Source: an optimization exercise on an open RTL-to-GDS flow (aim: small area and a short achievable clock period). Production flows keep margins and buffers that such runs may drop.
Where RTL was checked, it was by simulation tests only, not by an equivalence proof against the original.
Power figures rest on the tool's default switching activity, not on a simulated workload.

Design tdisto_accum, start of the top module:
module tdisto_accum (
  input  logic        clk,
  input  logic        rst_n,
  input  logic        start,
  input  logic [15:0] tlambda,
  input  logic [31:0] sum_a,
  input  logic        done_a,
  input  logic [31:0] sum_b,
  input  logic        done_b,
  output logic        busy,
  output logic [31:0] disto,
  output logic        disto_valid,
  output logic        err
);
For scale: roughly 1800 cells after synthesis, about 150 flip-flops, roughly 120 I/O pins, roughly 0.015 mm² of cells after synthesis.
export LEC_CHECK = 0
export CAP_MARGIN = 20
export CORE_MARGIN = 2
export CORE_UTILIZATION = 60
export SETUP_SLACK_MARGIN = 3.2
export SLEW_MARGIN = 20
create_clock -name core_clock -period 7.0 [get_ports {clk}]
standard.sh (not shown) runs the stock make flow with config.mk's settings and CLKGATE_MAP_FILE= SYNTH_SCRIPT=/design/flow/synth_recipe.tcl, a recipe that flattens the netlist after the stock synthesis.
==> flow/flow/run.sh <==
#!/bin/bash
# The standard layout, with plain buffers on the ports instead of the
# delay-cell buffers that buffer_ports picks by default.
set -euo pipefail
export BUFFER_PORTS_ARGS="-buffer_cell sky130_fd_sc_hd__buf_1"
bash standard.sh finish > standard_flow.log 2>&1
The first run finished clean.
Change:
--- a/flow/config.mk
+++ b/flow/config.mk
@@ -9,4 +9,5 @@
 export CORE_MARGIN = 2
 export CORE_UTILIZATION = 60
-export SETUP_SLACK_MARGIN = 3.2
+export GPL_ROUTABILITY_DRIVEN = 0
+export SETUP_SLACK_MARGIN = 2.8
 export SLEW_MARGIN = 20
Total power falls by 21%.
Hold slack got worse by 0.020 ns.
Synthesized cell count is unchanged.
Via count falls by 5.0%.
Wire length falls by 8.2%.
Global-route usage falls by 2.6 points.
Combinational power falls by 28%.
Setup slack improved by 0.089 ns.

Another version of the RTL of tdisto_accum (not shown whole).
Size: ~1,700 cells after synthesis.
make LEC_CHECK=0 CAP_MARGIN=20 CORE_MARGIN=2 CORE_UTILIZATION=60 SETUP_SLACK_MARGIN=3.5 SLEW_MARGIN=20 finish   # period 7.0 ns
run.sh (not shown) runs the stock make flow with config.mk's settings and CLKGATE_MAP_FILE= SYNTH_SCRIPT=/design/flow/synth_recipe.tcl, a recipe that flattens the netlist after the stock synthesis.
Stock flow here: none of the scripts above is used.
Change:
==> flow/flow/run.sh (new file) <==
#!/bin/bash
# The standard layout, with plain buffers on the ports instead of the
# delay-cell buffers that buffer_ports picks by default.
set -euo pipefail
export BUFFER_PORTS_ARGS="-buffer_cell sky130_fd_sc_hd__buf_1"
bash standard.sh finish > standard_flow.log 2>&1
==> flow/standard.sh (new file) <==
#!/bin/bash
# synth_recipe.tcl (not shown) runs the flow's synth.tcl, then flattens the netlist and writes it again
# the make line also repeats each setting of config.mk as NAME=value (left out here)
make -C /OpenROAD-flow-scripts/flow DESIGN_CONFIG=/design/flow/config.mk WORK_HOME=/design/flow/orfs CLKGATE_MAP_FILE= SYNTH_SCRIPT=/design/flow/synth_recipe.tcl "${@:-finish}"
--- a/flow/config.mk
+++ b/flow/config.mk
@@ -9,4 +9,5 @@
 export CORE_MARGIN = 2
 export CORE_UTILIZATION = 60
-export SETUP_SLACK_MARGIN = 3.5
+export CTS_BUF_LIST = sky130_fd_sc_hd__clkbuf_8
+export SETUP_SLACK_MARGIN = 2.5
 export SLEW_MARGIN = 20
removed: flow/run.sh
The new run finished clean. Design area is lower by 15%. Maximum frequency is lower by 4.3%. Power is lower by 17%. First-iteration DRC count is lower by 23%. Clock power is lower by about 4%. Die area does not change. Register-to-register slack degrades by 0.19 ns. Clock skew is higher by 0.0084 ns. Synthesized area is unchanged.
Change:
--- a/flow/config.mk
+++ b/flow/config.mk
@@ -9,5 +9,5 @@
 export CORE_MARGIN = 2
 export CORE_UTILIZATION = 60
-export CTS_BUF_LIST = sky130_fd_sc_hd__clkbuf_8
+export CTS_BUF_LIST = sky130_fd_sc_hd__clkbuf_4
 export SETUP_SLACK_MARGIN = 2.5
 export SLEW_MARGIN = 20
Wire length goes up by 1.5%.
Design area goes up by 0.58%.
Critical path depth goes up by 1.
Register-to-register slack barely changes.
Power stays flat.
Synthesized area stays the same.
Setup slack improved by 0.0079 ns.
Core utilization goes up by 0.40 points.
Global-route usage goes up by 0.18 points.
Change:
==> flow/run.sh (new file) <==
#!/bin/bash
# synth_recipe.tcl (not shown) runs the flow's synth.tcl, then flattens the netlist and writes it again
# the make line also repeats each setting of config.mk as NAME=value (left out here)
make -C /OpenROAD-flow-scripts/flow DESIGN_CONFIG=/design/flow/config.mk WORK_HOME=/design/flow/orfs CLKGATE_MAP_FILE= SYNTH_SCRIPT=/design/flow/synth_recipe.tcl finish
--- a/flow/config.mk
+++ b/flow/config.mk
@@ -9,5 +9,4 @@
 export CORE_MARGIN = 2
 export CORE_UTILIZATION = 60
-export CTS_BUF_LIST = sky130_fd_sc_hd__clkbuf_4
 export SETUP_SLACK_MARGIN = 2.5
 export SLEW_MARGIN = 20
removed: flow/flow/run.sh
removed: flow/standard.sh
=> Final area went up by 6.2%. Via count went up by about 0.8%. Worst setup slack improved by 0.11 ns. Sequential cell count does not change. Synthesized area stays the same. Total power rises by about 7%.
Function was not checked in any run of this note: the RTL went through the layout flow alone.

== build 75 ==
tdisto_accum again, from the RTL that the note above started with.
==> flow/design.v (excerpt) <==
module tdisto_accum (
  input  logic        clk,
  input  logic        rst_n,
  input  logic        start,
  input  logic [15:0] tlambda,
  input  logic [31:0] sum_a,
  input  logic        done_a,
  input  logic [31:0] sum_b,
  input  logic        done_b,
  output logic        busy,
  output logic [31:0] disto,
  output logic        disto_valid,
  output logic        err
);
clock: 7.0 ns
lec_check: 0
abc_area: 1
cap_margin: 20
core_margin: 2
core_utilization: 60
setup_slack_margin: 2.5
slew_margin: 20
Stock flow here: none of the scripts above is used.
## Diff of input files: trial 61 against build 75
- swapping 2.5 for 3.0 in SETUP_SLACK_MARGIN
- clearing ABC_AREA, which used to be 1
### Flow results
Trial 61: PASS, flow complete, no timing, DRC or antenna violations. Diff build 75 and trial 61: number of global-route vias before repair higher in build 75. NOTE: clock period minus final worst setup slack in trial 61 falls short of that of build 75. Of build 75 and trial 61, trial 61 shows the lower data required time of the worst path, with build 75 above it. For trial 61, the worst setup path startpoint was two_q[1]$_DFFE_PP_, unlike build 75, where it was two_q[0]$_DFFE_PP_. Summary: die area, trial 61 better than build 75. Per the comparison of trial 61 with build 75, reg-to-reg setup timing slack went up, vertical die dimension fell 3.3%.
No run of this note included a check of the RTL's function; only the layout flow was run.

Setup of P:
tdisto_accum with an RTL version that a note above also has.
For scale: ~15000 um^2 of cells after synthesis.
export LEC_CHECK = 0
export CAP_MARGIN = 20
export CORE_MARGIN = 2
export CORE_UTILIZATION = 60
export SETUP_SLACK_MARGIN = 2.7
export SLEW_MARGIN = 20
create_clock -name core_clock -period 7.0 [get_ports {clk}]
standard.sh (not shown) runs the stock make flow with config.mk's settings and CLKGATE_MAP_FILE= SYNTH_SCRIPT=/design/flow/synth_recipe.tcl, a recipe that flattens the netlist after the stock synthesis.
==> flow/flow/run.sh <==
#!/bin/bash
# The standard layout, with plain buffers on the ports instead of the
# delay-cell buffers that buffer_ports picks by default.
set -euo pipefail
export BUFFER_PORTS_ARGS="-buffer_cell sky130_fd_sc_hd__buf_1"
bash standard.sh finish > standard_flow.log 2>&1
Here is what was changed in the inputs of Q compared with P.
- swapping 2.7 for 2.5 in SETUP_SLACK_MARGIN
- Final cell count without fillers sits lower in Q than in P.
- Delta (Q minus P): cell area went down by 2.1%; maximum achievable frequency went down by 1.5%.

Setup of v6:
Starting RTL as in the previous note.
Settings: LEC_CHECK=0, CAP_MARGIN=20, CORE_MARGIN=2, CORE_UTILIZATION=60, SETUP_SLACK_MARGIN=2.6, SLEW_MARGIN=20; clock period 7.0 ns.
Scripts as last shown in full above: flow/flow/run.sh
## Diff of input files: v7 against v6
Settings: putting CTS_CLUSTER_DIAMETER at 120 where nothing was set; putting CTS_CLUSTER_SIZE at 30 where nothing was set; swapping 2.6 for 2.5 in SETUP_SLACK_MARGIN.
==> comparison <==
~same share of the clock period used by the worst path after layout in v6 and v7
Net switching component of the power shrinks by a few percent when moving from v6 to v7.
In the tables for v6 and v7, count of vias placed by the detailed router reads lower with v7.
Status: maximum frequency parity (v6, v7)
v7 vs v6, cell type of the slowest stage on the worst timing path: sky130_fd_sc_hd__fa_1 vs sky130_fd_sc_hd__dfxtp_1
When the final numbers for v6 and v7 were put side by side, the setup slack after layout turned out to be smaller in v6.
Against v6, v7 reports a wire length on met3 that is lower.
In the reports for v6 and v7, the larger largest fanout of any net on the critical path belongs to v7.
Between v6 and v7, the difference in register-to-register slack is negligible.
Against v6, final cell area excluding filler cells in v7 fell slightly.

tdisto_accum again, from the RTL that the note above started with.
export LEC_CHECK = 0
export CAP_MARGIN = 20
export CORE_MARGIN = 2
export CORE_UTILIZATION = 60
export SETUP_SLACK_MARGIN = 2.8
export SLEW_MARGIN = 20
create_clock -name core_clock -period 7.0 [get_ports {clk}]
Scripts as last shown in full above: flow/flow/run.sh
The first run produced a clean layout.
Rerun with:
- CORE_UTILIZATION: 60 -> 50
What happened: The new run finished clean; hold slack is worse by 5.5 ps; register-to-register slack improved by 20 ps; via count stays flat; worst setup slack is better by 21 ps; wire length went up by 4.5%; final area grows by 1.9%; combinational power went up by about 1%.

port drivers added, routing unchanged:
In the flow no input, the clock included, has a driving cell. The finished layouts below were timed again as built, in two steps. Step 1: set_driving_cell puts a clkbuf_16 on clk and a buf_2 on each other input, an assumption about the parent block. Step 2, shift: input delay + t, output delay - t, t = (earliest + latest rising clock arrival at the registers) / 2. This alone moves slack from input paths to output paths. Three values: ideal ports, drivers, drivers and shift; two values: the first two.
run | shift t [ns] | setup WS [ns] | latest minus earliest clock arrival (ns)
the first run of note 1 | 0.496 | 2.692 / 2.692 / 2.539 | 0.014 / 0.014
the second run of note 1 | 0.498 | 2.781 / 2.781 / 2.593 | 0.012 / 0.012
the first run of note 2 | 0.605 | 2.696 / 2.696 / 2.582 | 0.018 / 0.017
the second run of note 2 | 0.588 | 2.501 / 2.501 / 2.235 | 0.025 / 0.026
the third run of note 2 | 0.714 | 2.509 / 2.509 / 2.020 | 0.071 / 0.072
the fourth run of note 2 | 0.597 | 2.619 / 2.619 / 2.065 | 0.014 / 0.013
build 75 | 0.610 | 2.606 / 2.606 / 2.136 | 0.011 / 0.010
trial 61 | 0.601 | 2.627 / 2.627 / 2.500 | 0.015 / 0.015
P | 0.496 | 2.754 / 2.754 / 2.577 | 0.014 / 0.014
Q | 0.493 | 2.690 / 2.690 / 2.497 | 0.016 / 0.016
v6 | 0.492 | 2.687 / 2.687 / 2.522 | 0.014 / 0.014
v7 | 0.493 | 2.690 / 2.690 / 2.497 | 0.016 / 0.016
the first run of note 6 | 0.484 | 2.817 / 2.817 / 2.613 | 0.010 / 0.010
the second run of note 6 | 0.504 | 2.838 / 2.838 / 2.571 | 0.010 / 0.010
After both steps setup and hold are still met in every run listed. The setup slack of the fourth run of note 2, which loses most, moves by 0.000 ns with the drivers and by -0.554 ns with both steps.
